This design comes from an exercise in tuning for small area on the open sky130 flow, not from production work.
In this exercise RTL edits were held to simulation tests only and were not proved equivalent to the original.
Power is estimated from default activity; no workload was simulated.

===== flow/design.v =====
package b58enc_pkg;
    localparam int MAX_BYTES_DEF   = 32;
    localparam int DIGIT_SLOTS_DEF = 44;
    localparam int RADIX   = 58;
    localparam int BYTE_W  = 8;
    localparam int DIGIT_W = 6;
    localparam int CHAR_W  = 7;
    localparam logic [RADIX*8-1:0] ALPHABET =
        "123456789ABCDEFGHJKLMNPQRSTUVWXYZabcdefghijkmnopqrstuvwxyz";
    function automatic logic [CHAR_W-1:0] b58_char(input logic [DIGIT_W-1:0] d);
        logic [7:0] c;
        c = ALPHABET[(RADIX - 1 - d) * 8 +: 8];
        b58_char = c[CHAR_W-1:0];
    endfunction
endpackage
module b58enc_divmod (
    input  logic [b58enc_pkg::DIGIT_W-1:0] i_digit,
    input  logic                           i_carry,
    output logic [b58enc_pkg::DIGIT_W-1:0] o_digit,
    output logic                           o_carry
);
    logic [b58enc_pkg::DIGIT_W:0] t;
    always_comb begin
        t       = {i_digit, i_carry};
        o_carry = (t >= 7'(b58enc_pkg::RADIX));
        o_digit = o_carry ? b58enc_pkg::DIGIT_W'(t - 7'(b58enc_pkg::RADIX))
                          : b58enc_pkg::DIGIT_W'(t);
    end
endmodule
module b58enc_ram #(
    parameter int WIDTH = b58enc_pkg::DIGIT_W,
    parameter int DEPTH = b58enc_pkg::DIGIT_SLOTS_DEF
) (
    input  logic             i_clk,
    input  logic [WIDTH-1:0] i_wdata,
    output logic [WIDTH-1:0] o_rdata
);
    logic [WIDTH*DEPTH-1:0] r_sr;
    always_ff @(posedge i_clk) begin
        r_sr <= {r_sr[WIDTH*(DEPTH-1)-1:0], i_wdata};
    end
    assign o_rdata = r_sr[WIDTH*DEPTH-1 -: WIDTH];
endmodule
module base58_encoder_unit (
    input  logic                          i_clk,
    input  logic                          i_rst_n,
    input  logic                          i_in_valid,
    output logic                          o_in_ready,
    input  logic [b58enc_pkg::BYTE_W-1:0] i_in_data_byte,
    input  logic                          i_in_last_byte,
    output logic                          o_out_valid,
    input  logic                          i_out_ready,
    output logic [b58enc_pkg::CHAR_W-1:0] o_out_char,
    output logic                          o_out_last_char,
    output logic                          o_out_overflow
);
    localparam int N  = b58enc_pkg::DIGIT_SLOTS_DEF;
    localparam int DW = b58enc_pkg::DIGIT_W;
    localparam int CW = 6;
    typedef enum logic [1:0] {
        S_IN, S_SCAN, S_OUT
    } t_state;
    t_state          r_state;
    logic [CW-1:0]   r_pos;      
    logic [2:0]      r_bit;      
    logic            r_run;      
    logic            r_carry;
    logic [CW-1:0]   r_cnt;      
    logic [CW-1:0]   r_zp;       
    logic            r_inzp;     
    logic            r_ovf;
    logic            r_out_valid;
    logic [DW-1:0]   r_out_digit;
    logic [DW-1:0]   ring_out;
    logic [DW-1:0]   ring_in;
    logic [DW-1:0]   fold_in;
    logic [DW-1:0]   fold_out;
    logic            fold_cin;
    logic            fold_cout;
    logic            pos_first;
    logic            pos_last;
    logic [CW-1:0]   pos_inc;
    logic            drop;
    logic            byte_zero;
    logic            skip;
    logic            fold_en;
    logic            in_ready;
    logic            out_free;
    b58enc_ram #(
        .WIDTH (DW),
        .DEPTH (N)
    ) u_digits (
        .i_clk   (i_clk),
        .i_wdata (ring_in),
        .o_rdata (ring_out)
    );
    b58enc_divmod u_fold (
        .i_digit (fold_in),
        .i_carry (fold_cin),
        .o_digit (fold_out),
        .o_carry (fold_cout)
    );
    always_comb begin
        pos_first = (r_pos == '0);
        pos_last  = (r_pos == CW'(N - 1));
        pos_inc   = r_pos + CW'(1);
        drop      = r_cnt[5];                        
        byte_zero = (i_in_data_byte == '0);
        skip      = drop || (r_inzp && byte_zero);
        fold_en   = (r_state == S_IN) && i_in_valid && !skip && (r_run || pos_first);
        fold_in   = (r_inzp && (r_bit == '0)) ? '0 : ring_out;
        fold_cin  = pos_first ? i_in_data_byte[~r_bit] : r_carry;
        ring_in   = fold_en ? fold_out : ring_out;
        in_ready  = (r_state == S_IN) && pos_last && (skip || (r_run && (r_bit == 3'd7)));
        out_free  = !r_out_valid || i_out_ready;
    end
    assign o_in_ready      = in_ready;
    assign o_out_valid     = r_out_valid;
    assign o_out_char      = b58enc_pkg::b58_char(r_out_digit);
    assign o_out_last_char = (r_cnt == '0);
    assign o_out_overflow  = r_ovf;
    always_ff @(posedge i_clk) begin
        r_carry <= fold_cout;
        if (!i_rst_n) begin
            r_state     <= S_IN;
            r_pos       <= '0;
            r_bit       <= '0;
            r_run       <= 1'b0;
            r_cnt       <= '0;
            r_zp        <= '0;
            r_inzp      <= 1'b1;
            r_ovf       <= 1'b0;
            r_out_valid <= 1'b0;
        end else begin
            r_pos <= pos_last ? '0 : pos_inc;
            r_run <= fold_en && !pos_last;
            if (fold_en && pos_last) begin
                r_bit <= r_bit + 3'd1;
            end
            if (i_out_ready) begin
                r_out_valid <= 1'b0;
            end
            unique case (r_state)
                S_IN: begin
                    if (in_ready && i_in_valid) begin
                        if (drop) begin
                            r_ovf <= 1'b1;
                        end else begin
                            r_cnt <= r_cnt + CW'(1);
                            if (r_inzp && byte_zero) begin
                                r_zp <= r_zp + CW'(1);
                            end else begin
                                r_inzp <= 1'b0;
                            end
                        end
                        if (i_in_last_byte) begin
                            r_state <= S_SCAN;
                        end
                    end
                end
                S_SCAN: begin
                    r_zp <= r_zp + CW'(1);
                    if (!r_inzp && (ring_out != '0)) begin
                        r_cnt <= r_zp + CW'(1);
                    end
                    if (pos_last) begin
                        r_state <= S_OUT;
                    end
                end
                S_OUT: begin
                    if (r_cnt == '0) begin
                        if (out_free) begin
                            r_zp    <= '0;
                            r_inzp  <= 1'b1;
                            r_ovf   <= 1'b0;
                            r_state <= S_IN;
                        end
                    end else if (out_free && (pos_inc == r_cnt)) begin
                        r_out_valid <= 1'b1;
                        r_out_digit <= r_inzp ? '0 : ring_out;
                        r_cnt       <= r_cnt - CW'(1);
                    end
                end
                default: begin
                    r_state <= S_IN;
                end
            endcase
        end
    end
endmodule

===== flow/run.sh =====
#!/bin/bash
# synth_recipe.tcl (not shown) runs the flow's synth.tcl, then flattens the netlist and writes it again
# the make line also repeats each setting of config.mk as NAME=value (left out here)
make -C /OpenROAD-flow-scripts/flow DESIGN_CONFIG=/design/flow/config.mk WORK_HOME=/design/flow/orfs CLKGATE_MAP_FILE= SYNTH_SCRIPT=/design/flow/synth_recipe.tcl finish

===== flow/config.mk =====
export PLATFORM = sky130hd
export DESIGN_NAME = base58_encoder_unit
export DESIGN_NICKNAME = base58_encoder_unit
export VERILOG_FILES = /design/flow/design.v
export SDC_FILE = /design/flow/constraint.sdc
export NUM_CORES = 4
export LEC_CHECK = 0
export CAP_MARGIN = 20
export CORE_MARGIN = 2
export CORE_UTILIZATION = 40
export SLEW_MARGIN = 20

===== flow/constraint.sdc =====
create_clock -name core_clock -period 12.0 [get_ports {i_clk}]
set_input_delay 2.4000 -clock core_clock [delete_from_list [all_inputs] [get_ports {i_clk}]]
set_output_delay 2.4000 -clock core_clock [all_outputs]
set_load 0.01 [all_outputs]

==> summary.md, run 1 <==
| Metric | Value |
|---|---|
| Clk root buf | `clkbuf_16` |
| Tcrit/Tclk final | `0.582` |
| Peak ir drop on the vdd network | `0.000123 V` |
| Top FF cell, synth | `dfxtp_1` |
| Pleak | `around 3.7 nW` |
| Post-synthesis sequential area ratio | `0.738` |
| CP Launch Type | `primary input` |
| Cells after synthesis | `about 640` |
| DRC | `0` |
| Clock buffer depth | `3` |
| Outcome | `complete, no violations` |
| Worst path required time | `around 9.6 ns` |
| Synth warn | `3` |
| Post-Place Setup Slack | `between 5 and 6 ns` |
| Worst slew margin | `0.509` |
| Clock latency on the worst-skew pair | `0.53 ns` |
| Number of flops mapped to enable cells by yosys | `6` |
| Placed Instances | `916` |
| Fraction of layout cells with a size suffix above 1 | `0.0879` |
| # clock sinks | `298` |
| TNS Setup | `0 ns` |
| Total routed wirelength | `12500 µm` |
| Num CTS Buffers | `27` |
| Die span in x | `between 100 and 150 µm` |
| Final Setup Violations | `0` |
| Pwr dens | `198 mW/mm²` |
| Final core utilization | `0.477` |
| Syn nets | `between 600 and 700` |
| Post-synth ARST share | `0` |
| Layout fillers | `roughly 1700` |
| FF-to-FF setup slack | `around 9.4 ns` |
| Worst-Margin Slew | `about 0.73 ns` |
| Largest net degree at the start of global routing | `19` |
| Max-cap violation count | `0` |
| Final slew viol count | `0` |
| Fin worst setup slack | `between 5 and 6 ns` |
| Row count | `52` |
| Total grt overflow | `0` |
| Mapped cell area | `about 0.0082 mm²` |
| #FFs+latches synth | `about 300` |
| Post-CTS Setup Bufs | `0` |
| Gr usage total | `0.121` |
| Cts hold-fix bufs | `0` |
| HPWL after DPL | `~7500 µm` |
| Iter 0 DRT Violations | `approximately 260` |
| Antenna violations before repair | `0` |
| Vias per Instance | `4.62` |
| Die footprint | `around 0.022 mm²` |
| Clock Skew | `between 0.006 and 0.007 ns` |
| CTS tree | `done` |
| I/O pin count | `24` |
| Routed via count | `4452` |
| Final #Nets | `approximately 700` |
| RSZ-0062 raised after global routing | `no` |
| Final-report hold violation count | `0` |
| Die height | `147 µm` |
| Final Non-Filler Cells | `roughly 960` |
| Synthesis-to-finish area growth | `17.4%` |
| Core area | `~0.020 mm²` |
| First-pass detailed-route iteration total | `5` |
| Worst Setup End Kind | `output port` |
| DRT antenna net count | `0` |
| Drt wl/cell | `between 10 and 15 µm` |
| Crit Path Class | `in -> out` |
| Clock-pin slew on the worst setup and hold paths | `around 0.060 ns` |
| Syn avg cell area | `12.7 µm²` |
| Post-synth cell types | `64` |
| Initial Util | `0.406` |
| Crit path DAT | `between 4 and 5 ns` |
| Antenna Cells | `0` |
| Hold Path Class | `reg -> reg` |
| CTS resizes | `0` |
| PortBufs | `23` |
| Routability Congestion | `approximately 0.86` |
| First-pass GRT wire length | `approximately 22000 µm` |
| Max Freq | `between 0.1 and 0.15 GHz` |
| Fin crit period | `around 7 ns` |
| Htree depth | `1` |
| Vias in the first global route | `between 4000 and 5000` |
| CP max FO | `3` |
[synth_stat cells (all sizes together), types with 5 or more instances]
master / instances / area, µm²
dfxtp: 292 / 5850
nor2: 44 / 165
nand2: 31 / 116
o21ai: 30 / 150
a21oi: 28 / 140
inv: 22 / 82.6
xnor2: 17 / 149
ha: 15 / 188
nand3: 15 / 75.1
clkbuf: 13 / 48.8
xor2: 9 / 78.8
a31oi: 7 / 43.8
and3: 7 / 43.8
buf: 7 / 38.8
o22ai: 7 / 43.8
edfxtp: 6 / 180
nor3: 6 / 30.0
a211oi: 5 / 37.5
and2: 5 / 31.3
and2b: 5 / 37.5
o211ai: 5 / 37.5
or3: 5 / 31.3
[final cells by class]
class / count / area (µm²) / share of cell area
clock buffer: 35 / 776 / 0.0809
timing repair buffer: 23 / 230 / 0.0240
inverter: 24 / 90.1 / 0.00939
tap: 270 / 338 / 0.0352
clock inverter: 13 / 145 / 0.0151
multi-input combinational: 301 / 1980 / 0.207
sequential: 298 / 6030 / 0.628
[routing by layer]
metal,track usage,up-vias,part of all wire
met2,0.182,105,0.43
met4,0.0457,0,0.026
li1,-,2248,-
met5,0,-,0
met1,0.171,2077,0.49
met3,0.0276,22,0.053
[critical path: stages]
cell,delay [ns]
clkdlybuf4s50_1,0.44
nor4_2,0.37
a31oi_1,0.22
a211oi_1,0.51
clkdlybuf4s50_1,0.64
[placed cells by master (no fill, tap or decap), types with 6 or more instances in the layout]
master / n
nand2_1: 31
clkbuf_8: 7
o21ai_0: 28
inv_1: 22
nor3_1: 6
ha_1: 15
a21oi_1: 28
xor2_1: 9
edfxtp_1: 6
clkdlybuf4s50_1: 23
clkbuf_16: 27
nand3_1: 15
a31oi_1: 7
and3_1: 7
dfxtp_1: 292
o22ai_1: 7
xnor2_1: 16
nor2_1: 44
[metrics by stage]
stage,hold WS [ns],power (W),area [µm²]
CTS,0.323,0.00192,9580
global placement,0.310,0.00107,8650
finish,0.321,0.00190,9590
detailed placement,0.312,0.00107,8650
global route,0.328,0.00197,9590
floorplan,0.310,0.00106,8170
[sequential cells by signal, summed over array words and instances, names as in the netlist]
name           flops
r_bit              3
r_carry            1
r_cnt              6
r_inzp             1
r_out_digit        6
r_out_valid        1
r_ovf              1
r_pos              6
r_run              1
r_state            2
r_zp               6
u_digits.r_sr    264
[logic make-up after synthesis]
family	Yosys count	synth area share
DFF	298	0.738
AOI/OAI and AO/OA	115	0.0919
adders and majority gates	15	0.0230
buffers and inverters	44	0.0218
xor gates and xnor gates	27	0.0306
and+or+nand+nor	136	0.0818
muxes	8	0.0132
[path summary, 6_finish.rpt]
path,from,end,cells after the start
min,u_digits.r_sr[120],u_digits.r_sr[126],0
max,i_in_data_byte[5],o_in_ready,5
max reg2reg,r_bit[1],u_digits.r_sr[4],12
min reg2reg,u_digits.r_sr[120],u_digits.r_sr[126],0
[report_power, final]
group | internal [W] | switching, W | total, W
clock | 0.000502 | 0.000348 | 0.000850
sequential | 0.00102 | 0.00000800 | 0.00103
combinational | 0.00000871 | 0.00000992 | 0.0000186
total | 0.00153 | 0.000366 | 0.00190
==> inputs of run 2 (changes only) <==
--- a/flow/config.mk
+++ b/flow/config.mk
@@ -9,3 +9,6 @@
 export CORE_MARGIN = 2
-export CORE_UTILIZATION = 40
+export CORE_UTILIZATION = 65
+export CTS_BUF_LIST = sky130_fd_sc_hd__clkbuf_8
+export CTS_CLUSTER_DIAMETER = 50
+export CTS_CLUSTER_SIZE = 16
 export SLEW_MARGIN = 20
==> summary.md, run 2 <==
| Metric | Value |
|---|---|
| Die footprint | `0.0135 mm² (-38%)` |
| Vias per Instance | `5.27 (+14%)` |
| Fin worst setup slack | `5.19 ns (+0.172 ns)` |
| Iter 0 DRT Violations | `364 (+42%)` |
| Syn avg cell area | `12.7 µm² (unchanged)` |
| Die height | `116 µm (-21%)` |
| Synthesis-to-finish area growth | `9.07%` |
| Worst Setup End Kind | `output port` |
| Most common cell after layout, fill and taps aside | `dfxtp_1` |
| Commonest cells after routing, fill and taps aside | `dfxtp_1 (292), nor2_1 (44), nand2_1 (31), o21ai_0 (28), a21oi_1 (28)` |
| Num CTS Buffers | `23 (-15%)` |
| CTS tree | `done` |
| Fraction of layout cells with a size suffix above 1 | `0.0577 (-0.0302)` |
| Top FF cell, synth | `dfxtp_1` |
| Core area | `0.0122 mm² (-40%)` |
| Final #Nets | `699 (-0.57%)` |
| Largest net degree at the start of global routing | `19 (unchanged)` |
| Post-CTS Setup Bufs | `0 (unchanged)` |
| Final slew viol count | `0 (unchanged)` |
| CP Launch Type | `primary input` |
| HPWL after DPL | `7750 µm (+2.7%)` |
| Final Non-Filler Cells | `844 (-12%)` |
| Clock buffer depth | `3 (unchanged)` |
| Htree depth | `1 (unchanged)` |
| Fin crit period | `6.81 ns (-0.172 ns)` |
| Max Freq | `0.147 GHz (+2.5%)` |
| First-pass detailed-route iteration total | `4 (-1)` |
| Post-Place Setup Slack | `5.19 ns (+0.112 ns)` |
| CP max FO | `3 (unchanged)` |
| Worst reg2reg endpoint | `r_out_digit[1]` |
| Pwr dens | `171 mW/mm² (-14%)` |
| PortBufs | `23 (unchanged)` |
| First-pass GRT wire length | `20500 µm (-6.3%)` |
| FF-to-FF setup slack | `9.27 ns (-0.16 ns)` |
| Routed via count | `4452 (unchanged)` |
| Placed Instances | `814 (-11%)` |
| R2r startpoint | `r_pos[0]` |
| Pleak | `3.45 nW (-6.8%)` |
| Hold Path Stages | `0 (unchanged)` |
| Post-synth top area share | `0.716 (unchanged)` |
| Syn nets | `671 (unchanged)` |
| Final-report hold violation count | `0 (unchanged)` |
| #FFs+latches synth | `298 (unchanged)` |
| Tcrit/Tclk final | `0.568 (-0.0143)` |
| Gr usage total | `0.189 (+0.0685)` |
| Most flops, register | `u_digits.r_sr` |
| Worst path required time | `9.60 ns (about the same)` |
| Number of flops mapped to enable cells by yosys | `6 (unchanged)` |
| Peak ir drop on the vdd network | `0.000130 V (+5.0%)` |
| Hold Path Class | `reg -> reg` |
| Most numerous cell in the Yosys netlist | `dfxtp_1` |
| Hold endpoint | `u_digits.r_sr[222]` |
| Routability Congestion | `0.860 (-0.53%)` |
| Antenna violations before repair | `0 (unchanged)` |
| I/O pin count | `24 (unchanged)` |
| Outcome | `complete, no violations` |
| Post-synth top area cell | `dfxtp_1` |
| CTS resizes | `0 (unchanged)` |
| Max-cap violation count | `0 (unchanged)` |
| Clock Skew | `0.0179 ns (+0.0111 ns)` |
| TNS Setup | `0 ns (unchanged)` |
| Leading post-synthesis cells by cell area | `dfxtp_1 (72%), ha_1 (2.3%), edfxtp_1 (2.2%)` |
| Post-synth ARST share | `0 (unchanged)` |
| Worst slew margin | `0.289 (-0.220)` |
| Vias in the first global route | `4249 (-3.2%)` |
| Largest register FFs | `264 (unchanged)` |
| Clk root buf | `clkbuf_8` |
| Final Setup Violations | `0 (unchanged)` |
| Total routed wirelength | `12000 µm (-4.0%)` |
| Crit Path Class | `in -> out` |
| Cells after synthesis | `643 (unchanged)` |
| R2R cell count | `7 (-5)` |
| Cts hold-fix bufs | `0 (unchanged)` |
| DRT antenna net count | `0 (unchanged)` |
| Clock latency on the worst-skew pair | `0.50 ns (-0.03 ns)` |
| Post-synthesis sequential area ratio | `0.738 (unchanged)` |
| Initial Util | `0.672 (+0.265)` |
| Mapped cell area | `0.00817 mm² (unchanged)` |
| Row count | `40 (-23%)` |
| DRC | `0 (unchanged)` |
| Clock-pin slew on the worst setup and hold paths | `0.09 ns (+0.03 ns)` |
| Layout fillers | `823 (-52%)` |
| Drt wl/cell | `14.2 µm (+9.6%)` |
| Total grt overflow | `0 (unchanged)` |
| Die span in x | `116 µm (-21%)` |
| HP Start | `u_digits.r_sr[216]` |
| Worst-Margin Slew | `1.06 ns (+0.325 ns)` |
| Synth cell count leaders | `dfxtp_1 (292), nor2_1 (44), nand2_1 (31), a21oi_1 (28), o21ai_0 (28)` |
| # clock sinks | `298 (unchanged)` |
| Post-synth cell types | `64 (unchanged)` |
| Crit path DAT | `4.41 ns (-0.17 ns)` |
| RSZ-0062 raised after global routing | `no` |
| Synth warn | `3 (unchanged)` |
| Antenna Cells | `0 (unchanged)` |
[run 2: cell types whose count changed in the layout (fill, tap and decap cells not counted), moves of 2 or more]
cell,before,now
inv_6,0,2
inv_1,22,25
clkbuf_16,27,0
clkbuf_8,7,23
clkinv_2,5,1
clkinv_4,3,0
[run 2: power by group]
group          leakage (nW)  switching (W)  total (W)  internal, W
clock network         0.208       0.000275   0.000475     0.000200
registers              2.42     0.00000860    0.00103      0.00102
logic                 0.819     0.00000969  0.0000182   0.00000852
[run 2: kinds of logic after synthesis]
family	count (synthesis)	synth area share
flip-flops	298	0.738
AND/OR/NAND/NOR	136	0.0818
AO/OA/AOI/OAI	115	0.0919
buffers and inverters	44	0.0218
XOR/XNOR	27	0.0306
adder cells (fa/ha/maj)	15	0.0230
multiplexers	8	0.0132
[run 2: stage by stage]
stage	instance area (µm²)	hold slack [ns]	total power, W	util
5_1_grt	8910	0.332	0.00158	0.733
4_1_cts	8900	0.315	0.00154	0.732
2_1_floorplan	8170	0.310	0.00106	-
6_report	8910	0.323	0.00152	0.733
3_3_place_gp	8520	0.311	0.00107	0.701
3_5_place_dp	8520	0.312	0.00107	0.701
[run 2: worst max-delay path by stage]
stage | slack [ns] | startpoint | depth (start not counted) | end
after floorplan | 6.35 | i_in_data_byte[5] | 3 | o_in_ready
after global placement | 5.20 | i_in_data_byte[5] | 5 | o_in_ready
after detailed placement | 5.19 | i_in_data_byte[5] | 5 | o_in_ready
after CTS | 5.19 | i_in_data_byte[5] | 5 | o_in_ready
after global routing | 5.02 | i_in_data_byte[5] | 5 | o_in_ready
final | 5.19 | i_in_data_byte[5] | 5 | o_in_ready
[run 2: layout make-up]
| type | instances | area (µm²) | share of cell area |
|---|---|---|---|
| Inverter | 24 | 90.1 | 0.0101 |
| Clock inverter | 7 | 63.8 | 0.00716 |
| Multi-Input combinational cell | 301 | 1970 | 0.221 |
| Sequential cell | 298 | 6030 | 0.676 |
| Clock buffer | 23 | 317 | 0.0355 |
| Tap cell | 168 | 210 | 0.0236 |
| Timing Repair Buffer | 23 | 230 | 0.0258 |
[run 2: metal layers]
metal | up-vias | wire length (µm) | track usage
met5 | - | 0 | 0
met4 | 0 | 264 | 0.0532
met3 | 23 | 627 | 0.0384
met2 | 113 | 5230 | 0.290
met1 | 2099 | 5870 | 0.278
li1 | 2217 | - | -
[run 2: worst max-delay path: stages]
cell,delay (ns)
clkdlybuf4s50_1,0.43
nor4_2,0.39
a31oi_1,0.20
a211oi_1,0.37
clkdlybuf4s50_1,0.62
==> inputs of run 3 (changes only) <==
--- a/flow/config.mk
+++ b/flow/config.mk
@@ -10,5 +10,5 @@
 export CORE_UTILIZATION = 65
-export CTS_BUF_LIST = sky130_fd_sc_hd__clkbuf_8
-export CTS_CLUSTER_DIAMETER = 50
-export CTS_CLUSTER_SIZE = 16
+export CTS_BUF_LIST = sky130_fd_sc_hd__clkbuf_16
+export CTS_CLUSTER_DIAMETER = 60
+export CTS_CLUSTER_SIZE = 25
 export SLEW_MARGIN = 20
==> summary.md, run 3 <==
| Metric | Value |
|---|---|
| Vias per Instance | `5.36 (+1.5%)` |
| Final Setup Violations | `0 (unchanged)` |
| Max Freq | `0.147 GHz (about the same)` |
| First-pass detailed-route iteration total | `4 (unchanged)` |
| Post-synth ARST share | `0 (unchanged)` |
| Die footprint | `0.0135 mm² (unchanged)` |
| Xor-xnor portion of the synthesized cell area | `0.0306 (unchanged)` |
| First-pass GRT wire length | `21500 µm (+5.1%)` |
| Core area | `0.0122 mm² (unchanged)` |
| Die span in x | `116 µm (unchanged)` |
| Total grt overflow | `0 (unchanged)` |
| Hold Path Class | `reg -> reg` |
| Mux cell area share after synthesis | `0.0132 (unchanged)` |
| Outcome | `complete, no violations` |
| Max-cap violation count | `0 (unchanged)` |
| Post-CTS Setup Bufs | `0 (unchanged)` |
| Routed via count | `4483 (+0.70%)` |
| Fraction of layout cells with a size suffix above 1 | `0.0508 (-0.00687)` |
| #FFs+latches synth | `298 (unchanged)` |
| CTS tree | `done` |
| PortBufs | `23 (unchanged)` |
| Initial Util | `0.672 (unchanged)` |
| Largest net degree at the start of global routing | `27 (+8)` |
| Worst reg2reg endpoint | `r_out_digit[5]` |
| Synth cell count leaders | `dfxtp_1 (292), nor2_1 (44), nand2_1 (31), a21oi_1 (28), o21ai_0 (28)` |
| Critical-path top delay cell | `clkdlybuf4s50_1` |
| CTS resizes | `0 (unchanged)` |
| Largest register FFs | `264 (unchanged)` |
| Clock latency on the worst-skew pair | `0.48 ns (-0.02 ns)` |
| Pwr Total | `0.00162 W (+6.4%)` |
| Clock-pin slew on the worst setup and hold paths | `0.09 ns (about the same)` |
| Pwr dens | `179 mW/mm² (+4.9%)` |
| Vias in the first global route | `4363 (+2.7%)` |
| Layout fillers | `791 (-3.9%)` |
| M3 GR Usage | `0.0348 (-0.00363)` |
| Worst path required time | `9.60 ns (about the same)` |
| CP Launch Type | `primary input` |
| # clock sinks | `298 (unchanged)` |
| Antenna Cells | `0 (unchanged)` |
| Post-synth top area share | `0.716 (unchanged)` |
| R2r startpoint | `r_pos[0]` |
| Fin crit period | `6.81 ns (+0.00170 ns)` |
| Antenna violations before repair | `0 (unchanged)` |
| Most common cell after layout, fill and taps aside | `dfxtp_1` |
| Htree depth | `1 (unchanged)` |
| Cts hold-fix bufs | `0 (unchanged)` |
| Hold endpoint | `u_digits.r_sr[46]` |
| Syn nets | `671 (unchanged)` |
| Pleak | `3.49 nW (+1.1%)` |
| Row count | `40 (unchanged)` |
| Met2 GRT Util | `0.323 (+0.0331)` |
| Post-synth top area cell | `dfxtp_1` |
| Final core utilization | `0.743 (+0.0102)` |
| Tcrit/Tclk final | `0.568 (about the same)` |
| Top cell by count, worst path | `clkdlybuf4s50_1` |
| Worst Setup End Kind | `output port` |
| Synth warn | `3 (unchanged)` |
| RSZ-0062 raised after global routing | `no` |
| Simple-Gate Fraction of Synth Area | `0.0818 (unchanged)` |
| Cells after synthesis | `643 (unchanged)` |
| I/O pin count | `24 (unchanged)` |
| Syn avg cell area | `12.7 µm² (unchanged)` |
| Clk root buf | `clkbuf_16` |
| Drt wl/cell | `15.3 µm (+7.4%)` |
| FF+latch area | `0.00603 mm² (unchanged)` |
| Iter 0 DRT Violations | `319 (-12%)` |
| Top FF cell, synth | `dfxtp_1` |
| Worst slew margin | `0.309 (+0.0204)` |
| DRT antenna net count | `0 (unchanged)` |
| Synth Area in Compound Gates | `0.0919 (unchanged)` |
| Number of flops mapped to enable cells by yosys | `6 (unchanged)` |
| Post-synth cell types | `64 (unchanged)` |
| HP Start | `u_digits.r_sr[40]` |
| Gr usage total | `0.201 (+0.0113)` |
| Most flops, register | `u_digits.r_sr` |
| R2R cell count | `7 (unchanged)` |
| Num CTS Buffers | `17 (-26%)` |
| Crit path largest cell delay | `0.61 ns (about the same)` |
| Global route hottest layer | `met2` |
| Worst-Margin Slew | `1.03 ns (-0.0303 ns)` |
| Die height | `116 µm (unchanged)` |
| Most numerous cell in the Yosys netlist | `dfxtp_1` |
| Adder-cell area share of the yosys netlist | `0.0230 (unchanged)` |
| Final-report hold violation count | `0 (unchanged)` |
| Clock buffer depth | `3 (unchanged)` |
| Routability Congestion | `0.860 (unchanged)` |
| Final slew viol count | `0 (unchanged)` |
| Synthesis-to-finish area growth | `10.6%` |
| Crit Path Class | `in -> out` |
| HPWL after DPL | `7750 µm (unchanged)` |
| Hold Path Stages | `0 (unchanged)` |
| Main combinational cell family by area after synthesis | `compound AO/OA/AOI/OAI gates` |
| GR Util met1 | `0.285 (+0.00677)` |
| Total routed wirelength | `12800 µm (+6.5%)` |
| Crit path DAT | `4.41 ns (about the same)` |
| Multi-input gate area | `0.00198 mm² (+0.32%)` |
| Worst Hold Slack | `0.317 ns (-0.00649 ns)` |
| Final #Nets | `693 (-0.86%)` |
| Peak ir drop on the vdd network | `0.000170 V (+31%)` |
| DRC | `0 (unchanged)` |
| Final Non-Filler Cells | `837 (-0.83%)` |
| Ordered list of cells on the worst path | `clkdlybuf4s50_1 -> nor4_2 -> a31oi_1 -> a211oi_1 -> clkdlybuf4s50_1` |
| Clock Skew | `0.0230 ns (+0.00511 ns)` |
| Post-synthesis sequential area ratio | `0.738 (unchanged)` |
| TNS Setup | `0 ns (unchanged)` |
| Mapped cell area | `0.00817 mm² (unchanged)` |
| Commonest cells after routing, fill and taps aside | `dfxtp_1 (292), nor2_1 (44), nand2_1 (31), o21ai_0 (28), a21oi_1 (28)` |
| Placed Instances | `814 (unchanged)` |
| CP max FO | `3 (unchanged)` |
| FF-to-FF setup slack | `9.29 ns (+0.02 ns)` |
| Leading post-synthesis cells by cell area | `dfxtp_1 (72%), ha_1 (2.3%), edfxtp_1 (2.2%)` |
-- run 3: routing by layer --
metal | vias up | wire length (µm)
li1 | 2216 | -
met1 | 2109 | 6040
met2 | 134 | 5810
met3 | 24 | 621
met4 | 0 | 300
met5 | - | 0
-- run 3: worst max-delay path, delay by kind of cell --
| family | cells | cell delay (ns) |
|---|---|---|
| AO/OA/AOI/OAI | 2 | 0.58 |
| buffers and inverters | 2 | 1.04 |
| AND/OR/NAND/NOR | 1 | 0.38 |
-- run 3: worst max-delay path by stage --
| stage | from | to | slack (ns) | cells past startpoint |
|---|---|---|---|---|
| global route | i_in_data_byte[5] | o_in_ready | 5.00 | 5 |
| floorplan | i_in_data_byte[5] | o_in_ready | 6.35 | 3 |
| global placement | i_in_data_byte[5] | o_in_ready | 5.20 | 5 |
| detailed placement | i_in_data_byte[5] | o_in_ready | 5.19 | 5 |
| CTS | i_in_data_byte[5] | o_in_ready | 5.19 | 5 |
| finish | i_in_data_byte[5] | o_in_ready | 5.19 | 5 |
-- run 3: cells by family after synthesis --
group           Yosys count
flops                   298
simple gates            136
compound gates          115
buf+inv                  44
xor+xnor                 27
fa+ha+maj                15
mux                       8
-- run 3: layout make-up --
type	instances	share of cell area
flip-flops and latches	298	0.667
repair buffers	23	0.0255
clock inverters	6	0.00803
inverters	24	0.00997
multi-input cells	301	0.219
well taps	168	0.0233
clock buffers	17	0.0471
-- run 3: power by group --
group	total (W)	switching (W)	internal, W
clock network	0.000570	0.000303	0.000267
logic	0.0000187	0.0000100	0.00000867
registers	0.00103	0.00000962	0.00102
-- run 3: stage by stage --
stage | setup slack, ns | cell area [µm²]
2_1_floorplan | 6.35 | 8170
3_3_place_gp | 5.20 | 8520
3_5_place_dp | 5.19 | 8520
4_1_cts | 5.19 | 9020
5_1_grt | 5.00 | 9030
6_report | 5.19 | 9030
==> inputs of run 4 (changes only) <==
--- a/flow/config.mk
+++ b/flow/config.mk
@@ -10,5 +10,5 @@
 export CORE_UTILIZATION = 65
-export CTS_BUF_LIST = sky130_fd_sc_hd__clkbuf_16
+export CTS_BUF_LIST = sky130_fd_sc_hd__clkbuf_8
 export CTS_CLUSTER_DIAMETER = 60
-export CTS_CLUSTER_SIZE = 25
+export CTS_CLUSTER_SIZE = 22
 export SLEW_MARGIN = 20
==> summary.md, run 4 <==
| Metric | Value |
|---|---|
| Pwr dens | `167 mW/mm² (-6.6%)` |
| Mapped cell area | `0.00817 mm² (unchanged)` |
| Max Freq | `0.146 GHz (-0.52%)` |
| Die height | `116 µm (unchanged)` |
| Die footprint | `0.0135 mm² (unchanged)` |
| Syn avg cell area | `12.7 µm² (unchanged)` |
| CP Launch Type | `primary input` |
| Most common cell after layout, fill and taps aside | `dfxtp_1` |
| Peak ir drop on the vdd network | `0.000114 V (-33%)` |
| Xor-xnor portion of the synthesized cell area | `0.0306 (unchanged)` |
| FF-to-FF setup slack | `9.27 ns (-0.02 ns)` |
| First-pass GRT wire length | `20600 µm (-4.2%)` |
| Synth warn | `3 (unchanged)` |
| Worst Setup End Kind | `output port` |
| Crit Path Class | `in -> out` |
| Tcrit/Tclk final | `0.571 (+0.00299)` |
| Placed Area | `0.00852 mm² (unchanged)` |
| Final-report hold violation count | `0 (unchanged)` |
| Crit path largest cell delay | `0.62 ns (about the same)` |
| Cts hold-fix bufs | `0 (unchanged)` |
| Total grt overflow | `0 (unchanged)` |
| Hold Path Stages | `0 (unchanged)` |
| TNS Setup | `0 ns (unchanged)` |
| Final core utilization | `0.728 (-0.0150)` |
| CTS resizes | `0 (unchanged)` |
| Vias in the first global route | `4214 (-3.4%)` |
| Worst slew margin | `0.299 (-0.0100)` |
| Leading post-synthesis cells by cell area | `dfxtp_1 (72%), ha_1 (2.3%), edfxtp_1 (2.2%)` |
| Synth Area in Compound Gates | `0.0919 (unchanged)` |
| Placed Instances | `814 (unchanged)` |
| Largest net degree at the start of global routing | `24 (-11%)` |
| Adder-cell area share of the yosys netlist | `0.0230 (unchanged)` |
| Multi-input gate area | `0.00198 mm² (unchanged)` |
| Fraction of layout cells with a size suffix above 1 | `0.0537 (+0.00291)` |
| Clk root buf | `clkbuf_8` |
| Clock-pin slew on the worst setup and hold paths | `0.12 ns (+0.03 ns)` |
| Final Setup Violations | `0 (unchanged)` |
| Max-cap violation count | `0 (unchanged)` |
| Simple-Gate Fraction of Synth Area | `0.0818 (unchanged)` |
| Most numerous cell in the Yosys netlist | `dfxtp_1` |
| Largest register FFs | `264 (unchanged)` |
| CP max FO | `3 (unchanged)` |
| Antenna Cells | `0 (unchanged)` |
| Routability Congestion | `0.860 (unchanged)` |
| Crit path DAT | `4.45 ns (+0.04 ns)` |
| Vias per Instance | `5.32 (-0.61%)` |
| Pwr Total | `0.00148 W (-8.5%)` |
| Num CTS Buffers | `18 (+1)` |
| Clock Skew | `0.0354 ns (+0.0124 ns)` |
| FF+latch area | `0.00603 mm² (unchanged)` |
| # clock sinks | `298 (unchanged)` |
| Post-synth top area cell | `dfxtp_1` |
| Post-synth ARST share | `0 (unchanged)` |
| First-pass detailed-route iteration total | `5 (+1)` |
| Final slew viol count | `0 (unchanged)` |
| HPWL after DPL | `7750 µm (unchanged)` |
| Synth cell count leaders | `dfxtp_1 (292), nor2_1 (44), nand2_1 (31), a21oi_1 (28), o21ai_0 (28)` |
| Row count | `40 (unchanged)` |
| Syn nets | `671 (unchanged)` |
| Number of flops mapped to enable cells by yosys | `6 (unchanged)` |
| Clock latency on the worst-skew pair | `0.52 ns (+0.04 ns)` |
| DRT antenna net count | `0 (unchanged)` |
| Final Non-Filler Cells | `838 (+0.12%)` |
| PortBufs | `23 (unchanged)` |
| Iter 0 DRT Violations | `365 (+14%)` |
| #FFs+latches synth | `298 (unchanged)` |
| Outcome | `complete, no violations` |
| Post-synth top area share | `0.716 (unchanged)` |
| Routed via count | `4461 (-0.49%)` |
| Drt wl/cell | `14.4 µm (-5.3%)` |
| Most flops, register | `u_digits.r_sr` |
| Fin crit period | `6.85 ns (+0.0359 ns)` |
| Post-synthesis sequential area ratio | `0.738 (unchanged)` |
| CTS tree | `done` |
| Htree depth | `1 (unchanged)` |
| I/O pin count | `24 (unchanged)` |
| Synthesis-to-finish area growth | `8.35%` |
| Main combinational cell family by area after synthesis | `compound AO/OA/AOI/OAI gates` |
| Gr usage total | `0.191 (-0.00952)` |
| Final #Nets | `694 (+0.14%)` |
| Layout fillers | `831 (+5.1%)` |
| Die span in x | `116 µm (unchanged)` |
| Clock buffer depth | `3 (unchanged)` |
| Post-CTS Setup Bufs | `0 (unchanged)` |
| Commonest cells after routing, fill and taps aside | `dfxtp_1 (292), nor2_1 (44), nand2_1 (31), o21ai_0 (28), a21oi_1 (28)` |
| Hold Path Class | `reg -> reg` |
| Post-synth cell types | `64 (unchanged)` |
| Cells after synthesis | `643 (unchanged)` |
| DRC | `0 (unchanged)` |
| Worst path required time | `9.60 ns (about the same)` |
| Top FF cell, synth | `dfxtp_1` |
| Antenna violations before repair | `0 (unchanged)` |
| Initial Util | `0.672 (unchanged)` |
| Pleak | `3.41 nW (-2.2%)` |
| Core area | `0.0122 mm² (unchanged)` |
| Worst-Margin Slew | `1.04 ns (+0.0149 ns)` |
| Mux cell area share after synthesis | `0.0132 (unchanged)` |
| Final Cell Area | `0.00885 mm² (-2.0%)` |
| RSZ-0062 raised after global routing | `no` |
| Top cell by count, worst path | `clkdlybuf4s50_1` |
| Total routed wirelength | `12100 µm (-5.2%)` |
| R2R cell count | `7 (unchanged)` |
| Ordered list of cells on the worst path | `clkdlybuf4s50_1 -> nor4_2 -> a31oi_1 -> a211oi_1 -> clkdlybuf4s50_1` |
| Critical-path top delay cell | `clkdlybuf4s50_1` |
[run 4: per-layer routing]
metal / track usage / vias up / wire [µm]
met3: 0.0358 / 26 / 565
met1: 0.282 / 2112 / 5970
met4: 0.0532 / 0 / 284
met5: 0 / - / 0
met2: 0.293 / 113 / 5280
li1: - / 2210 / -
[run 4: where the power goes]
part	total, W	internal, W	switching, W
registers	0.00103	0.00102	0.00000868
logic	0.0000185	0.00000867	0.00000980
clock network	0.000434	0.000158	0.000276
[run 4: area by class of cell]
type	count	area share
Sequential cell	298	0.681
Multi-Input combinational cell	301	0.224
Clock buffer	20	0.0311
Timing Repair Buffer	23	0.0260
Tap cell	168	0.0238
Inverter	24	0.0102
Clock inverter	4	0.00452
[run 4: logic make-up (layout without fill, tap and decap cells)]
group	after synthesis	count (layout)
AO/OA/AOI/OAI	115	115
XOR/XNOR	27	27
adder cells (fa/ha/maj)	15	15
buffers and inverters	44	71
flip-flops	298	298
multiplexers	8	8
AND/OR/NAND/NOR	136	136
[run 4: stage by stage]
step / setup slack, ns / hold slack (ns)
5_1_grt: 5.00 / 0.333
4_1_cts: 5.19 / 0.327
3_3_place_gp: 5.20 / 0.311
2_1_floorplan: 6.35 / 0.310
6_report: 5.15 / 0.329
3_5_place_dp: 5.19 / 0.312
[run 4: worst paths after layout]
kind / startpoint / end
setup / recovery: i_in_data_byte[5] / o_in_ready
hold / removal: u_digits.r_sr[47] / u_digits.r_sr[53]
setup reg to reg: r_pos[0] / r_out_digit[0]
hold reg to reg: u_digits.r_sr[47] / u_digits.r_sr[53]
[run 4: critical path: cells and delay by family]
| family | cells | cell delay (ns) |
|---|---|---|
| AO/OA/AOI/OAI | 2 | 0.60 |
| AND/OR/NAND/NOR | 1 | 0.39 |
| buffers and inverters | 2 | 1.06 |
==> inputs of run 5 (changes only) <==
--- a/flow/config.mk
+++ b/flow/config.mk
@@ -10,5 +10,5 @@
 export CORE_UTILIZATION = 65
-export CTS_BUF_LIST = sky130_fd_sc_hd__clkbuf_8
-export CTS_CLUSTER_DIAMETER = 60
-export CTS_CLUSTER_SIZE = 22
+export CTS_BUF_LIST = sky130_fd_sc_hd__clkbuf_4
+export CTS_CLUSTER_DIAMETER = 40
+export CTS_CLUSTER_SIZE = 10
 export SLEW_MARGIN = 20
==> summary.md, run 5 <==
| Metric | Value |
|---|---|
| Vias per Instance | `5.27 (-1.1%)` |
| Switching Power | `0.000303 W (+3.0%)` |
| # clock sinks | `298 (unchanged)` |
| Worst slew margin | `0.312 (+0.0131)` |
| Iter 0 DRT Violations | `334 (-8.5%)` |
| Pwr dens | `170 mW/mm² (+1.7%)` |
| Die footprint | `0.0135 mm² (unchanged)` |
| Most common cell after layout, fill and taps aside | `dfxtp_1` |
| Xor-xnor portion of the synthesized cell area | `0.0306 (unchanged)` |
| TNS Setup | `0 ns (unchanged)` |
| Row count | `40 (unchanged)` |
| Die span in x | `116 µm (unchanged)` |
| CP max FO | `3 (unchanged)` |
| Vias in the first global route | `4359 (+3.4%)` |
| Synth Area in Compound Gates | `0.0919 (unchanged)` |
| Clock Skew | `0.0515 ns (+0.0161 ns)` |
| Fin crit period | `6.80 ns (-0.0459 ns)` |
| DRT antenna net count | `0 (unchanged)` |
| Simple-Gate Fraction of Synth Area | `0.0818 (unchanged)` |
| Worst path required time | `9.60 ns (about the same)` |
| Max Freq | `0.147 GHz (+0.67%)` |
| Htree depth | `2 (+1)` |
| HP Start | `u_digits.r_sr[2]` |
| Total grt overflow | `0 (unchanged)` |
| Worst setup path startpoint | `i_in_data_byte[5]` |
| Pleak | `3.46 nW (+1.5%)` |
| Clock latency on the worst-skew pair | `0.63 ns (+0.11 ns)` |
| Peak ir drop on the vdd network | `0.000126 V (+11%)` |
| #FFs+latches synth | `298 (unchanged)` |
| Final Setup Violations | `0 (unchanged)` |
| Worst-Margin Slew | `1.02 ns (-0.0194 ns)` |
| CTS resizes | `0 (unchanged)` |
| R2R cell count | `7 (unchanged)` |
| Cts hold-fix bufs | `0 (unchanged)` |
| Largest register FFs | `264 (unchanged)` |
| Cells after synthesis | `643 (unchanged)` |
| Post-CTS Setup Bufs | `0 (unchanged)` |
| CP Launch Type | `primary input` |
| Final slew viol count | `0 (unchanged)` |
| Drt wl/cell | `14.1 µm (-2.0%)` |
| Initial Util | `0.672 (unchanged)` |
| Num CTS Buffers | `37 (+19)` |
| Synth cell count leaders | `dfxtp_1 (292), nor2_1 (44), nand2_1 (31), a21oi_1 (28), o21ai_0 (28)` |
| Syn avg cell area | `12.7 µm² (unchanged)` |
| Largest net degree at the start of global routing | `19 (-21%)` |
| HPWL after DPL | `7750 µm (unchanged)` |
| Outcome | `complete, no violations` |
| Routed via count | `4545 (+1.9%)` |
| Number of flops mapped to enable cells by yosys | `6 (unchanged)` |
| CTS tree | `done` |
| First-pass GRT wire length | `20900 µm (+1.4%)` |
| Crit Path Class | `in -> out` |
| Internal power | `0.00121 W (+2.2%)` |
| Gr usage total | `0.197 (+0.00617)` |
| Post-synth top area cell | `dfxtp_1` |
| Synth warn | `3 (unchanged)` |
| Final #Nets | `714 (+2.9%)` |
| Post-synth ARST share | `0 (unchanged)` |
| Mapped cell area | `0.00817 mm² (unchanged)` |
| Antenna violations before repair | `0 (unchanged)` |
| I/O pin count | `24 (unchanged)` |
| Top FF cell, synth | `dfxtp_1` |
| Clk root buf | `clkbuf_4` |
| Final core utilization | `0.732 (+0.00473)` |
| Tcrit/Tclk final | `0.567 (-0.00382)` |
| R2r startpoint | `r_pos[0]` |
| Most numerous cell in the Yosys netlist | `dfxtp_1` |
| Net Sw Frac | `0.200 (+0.00127)` |
| Total routed wirelength | `12200 µm (+0.93%)` |
| RSZ-0062 raised after global routing | `no` |
| Mux cell area share after synthesis | `0.0132 (unchanged)` |
| Crit path DAT | `4.40 ns (-0.05 ns)` |
| Worst Setup End Kind | `output port` |
| Post-synth top area share | `0.716 (unchanged)` |
| Final-report hold violation count | `0 (unchanged)` |
| Most flops, register | `u_digits.r_sr` |
| Post-synth cell types | `64 (unchanged)` |
| PortBufs | `23 (unchanged)` |
| Hold Path Class | `reg -> reg` |
| Clock-pin slew on the worst setup and hold paths | `0.09 ns (-0.03 ns)` |
| First-pass detailed-route iteration total | `5 (unchanged)` |
| FF-to-FF setup slack | `9.29 ns (+0.02 ns)` |
| Routability Congestion | `0.860 (unchanged)` |
| Comb power frac | `0.012 (about the same)` |
| Hold Path Stages | `0 (unchanged)` |
| Fraction of layout cells with a size suffix above 1 | `0.0865 (+0.0327)` |
| Leading post-synthesis cells by cell area | `dfxtp_1 (72%), ha_1 (2.3%), edfxtp_1 (2.2%)` |
| Commonest cells after routing, fill and taps aside | `dfxtp_1 (292), nor2_1 (44), clkbuf_4 (41), nand2_1 (31)` |
| Syn nets | `671 (unchanged)` |
| Synthesis-to-finish area growth | `9.05%` |
| Clock network fraction of total power | `0.309 (+0.016)` |
| Post-synthesis sequential area ratio | `0.738 (unchanged)` |
| Main combinational cell family by area after synthesis | `compound AO/OA/AOI/OAI gates` |
| Die height | `116 µm (unchanged)` |
| Max-cap violation count | `0 (unchanged)` |
| Sequential share of power | `0.678 (-0.017)` |
| Layout fillers | `840 (+1.1%)` |
| Core area | `0.0122 mm² (unchanged)` |
| Clock buffer depth | `3 (unchanged)` |
| Adder-cell area share of the yosys netlist | `0.0230 (unchanged)` |
| DRC | `0 (unchanged)` |
## run 5: cell counts after synthesis
Identical to the previous run, type by type.
## run 5: stage by stage
step	cells	power, W	instance area (µm²)	hold slack (ns)	worst slack, ns
4_1_cts	861	0.00154	8890	0.307	5.19
2_1_floorplan	643	0.00106	8170	0.310	6.35
3_5_place_dp	814	0.00107	8520	0.312	5.19
5_1_grt	862	0.00158	8900	0.312	5.02
6_report	863	0.00152	8910	0.298	5.20
3_3_place_gp	814	0.00107	8520	0.311	5.20
## run 5: cells by family (layout without fill, tap and decap cells)
| logic type | count (synthesis) | after routing |
|---|---|---|
| muxes | 8 | 8 |
| other | 0 | 1 |
| and+or+nand+nor | 136 | 136 |
| adders and majority gates | 15 | 15 |
| buffers and inverters | 44 | 95 |
| AOI/OAI and AO/OA | 115 | 115 |
| DFF | 298 | 298 |
| xor gates and xnor gates | 27 | 27 |
## run 5: path summary, 6_finish.rpt
path / endpoint
setup / recovery: o_in_ready
hold reg to reg: u_digits.r_sr[8]
setup reg to reg: r_out_digit[0]
hold / removal: u_digits.r_sr[8]
## run 5: critical path, stage by stage
cell and delay (ns):
clkdlybuf4s50_1 0.44, nor4_2 0.39, a31oi_1 0.21, a211oi_1 0.35, clkdlybuf4s50_1 0.61
## run 5: final cells by class
type	count	area (µm²)	share of cell area
flip-flops and latches	298	6030	0.676
multi-input cells	301	1970	0.221
clock buffers	41	308	0.0346
diodes	1	2.50	0.000281
repair buffers	24	238	0.0267
well taps	168	210	0.0236
clock inverters	6	61.3	0.00688
inverters	24	90.1	0.0101
## run 5: routing by layer
layer	vias to the layer above	global-route usage	share of wire
met1	2117	0.278	0.48
met4	0	0.0857	0.024
li1	2274	-	-
met5	-	0	0
met3	25	0.0493	0.059
met2	129	0.293	0.44
## run 5: power groups by stage
stage	registers (W)	clock network, W	logic, W
after CTS	0.00103	0.000490	0.0000182
after floorplan	0.00105	0	0.0000106
after global placement	0.00105	0	0.0000174
after detailed placement	0.00105	0	0.0000181
after global routing	0.00103	0.000530	0.0000209
final	0.00103	0.000469	0.0000188

## separate check: timing with driven ports
The flow's constraints put no driver on any port. The routed layouts listed below were extracted and timed again, unchanged, in two steps. Step 1 assumes that a clkbuf_16 drives the clock port and a buf_2 every other input. Step 2 moves the port delays by t, midway between the first and last clock arrival at a register: inputs arrive t later, outputs are due t later. That takes back most of the time a late clock gives input paths. Three values: ideal ports, drivers, drivers and shift; two values: the first two.
run | t (ns) | slack for setup (ns) | latest minus earliest clock arrival (ns) | pins driven straight from the clock port
run 1 | 0.562 | 5.016 / 4.986 / 4.986 | 0.009 / 0.008 | 1
run 2 | 0.527 | 5.188 / 5.167 / 5.167 | 0.019 / 0.018 | 1
run 3 | 0.507 | 5.186 / 5.166 / 5.166 | 0.024 / 0.024 | 1
run 4 | 0.532 | 5.150 / 5.130 / 5.130 | 0.035 / 0.035 | 1
run 5 | 0.633 | 5.196 / 5.176 / 5.176 | 0.052 / 0.052 | 1
After both steps setup and hold are still met in every run listed. For run 1, which loses most, drivers alone change the setup slack by -0.030 ns; drivers and shift together by -0.030 ns.
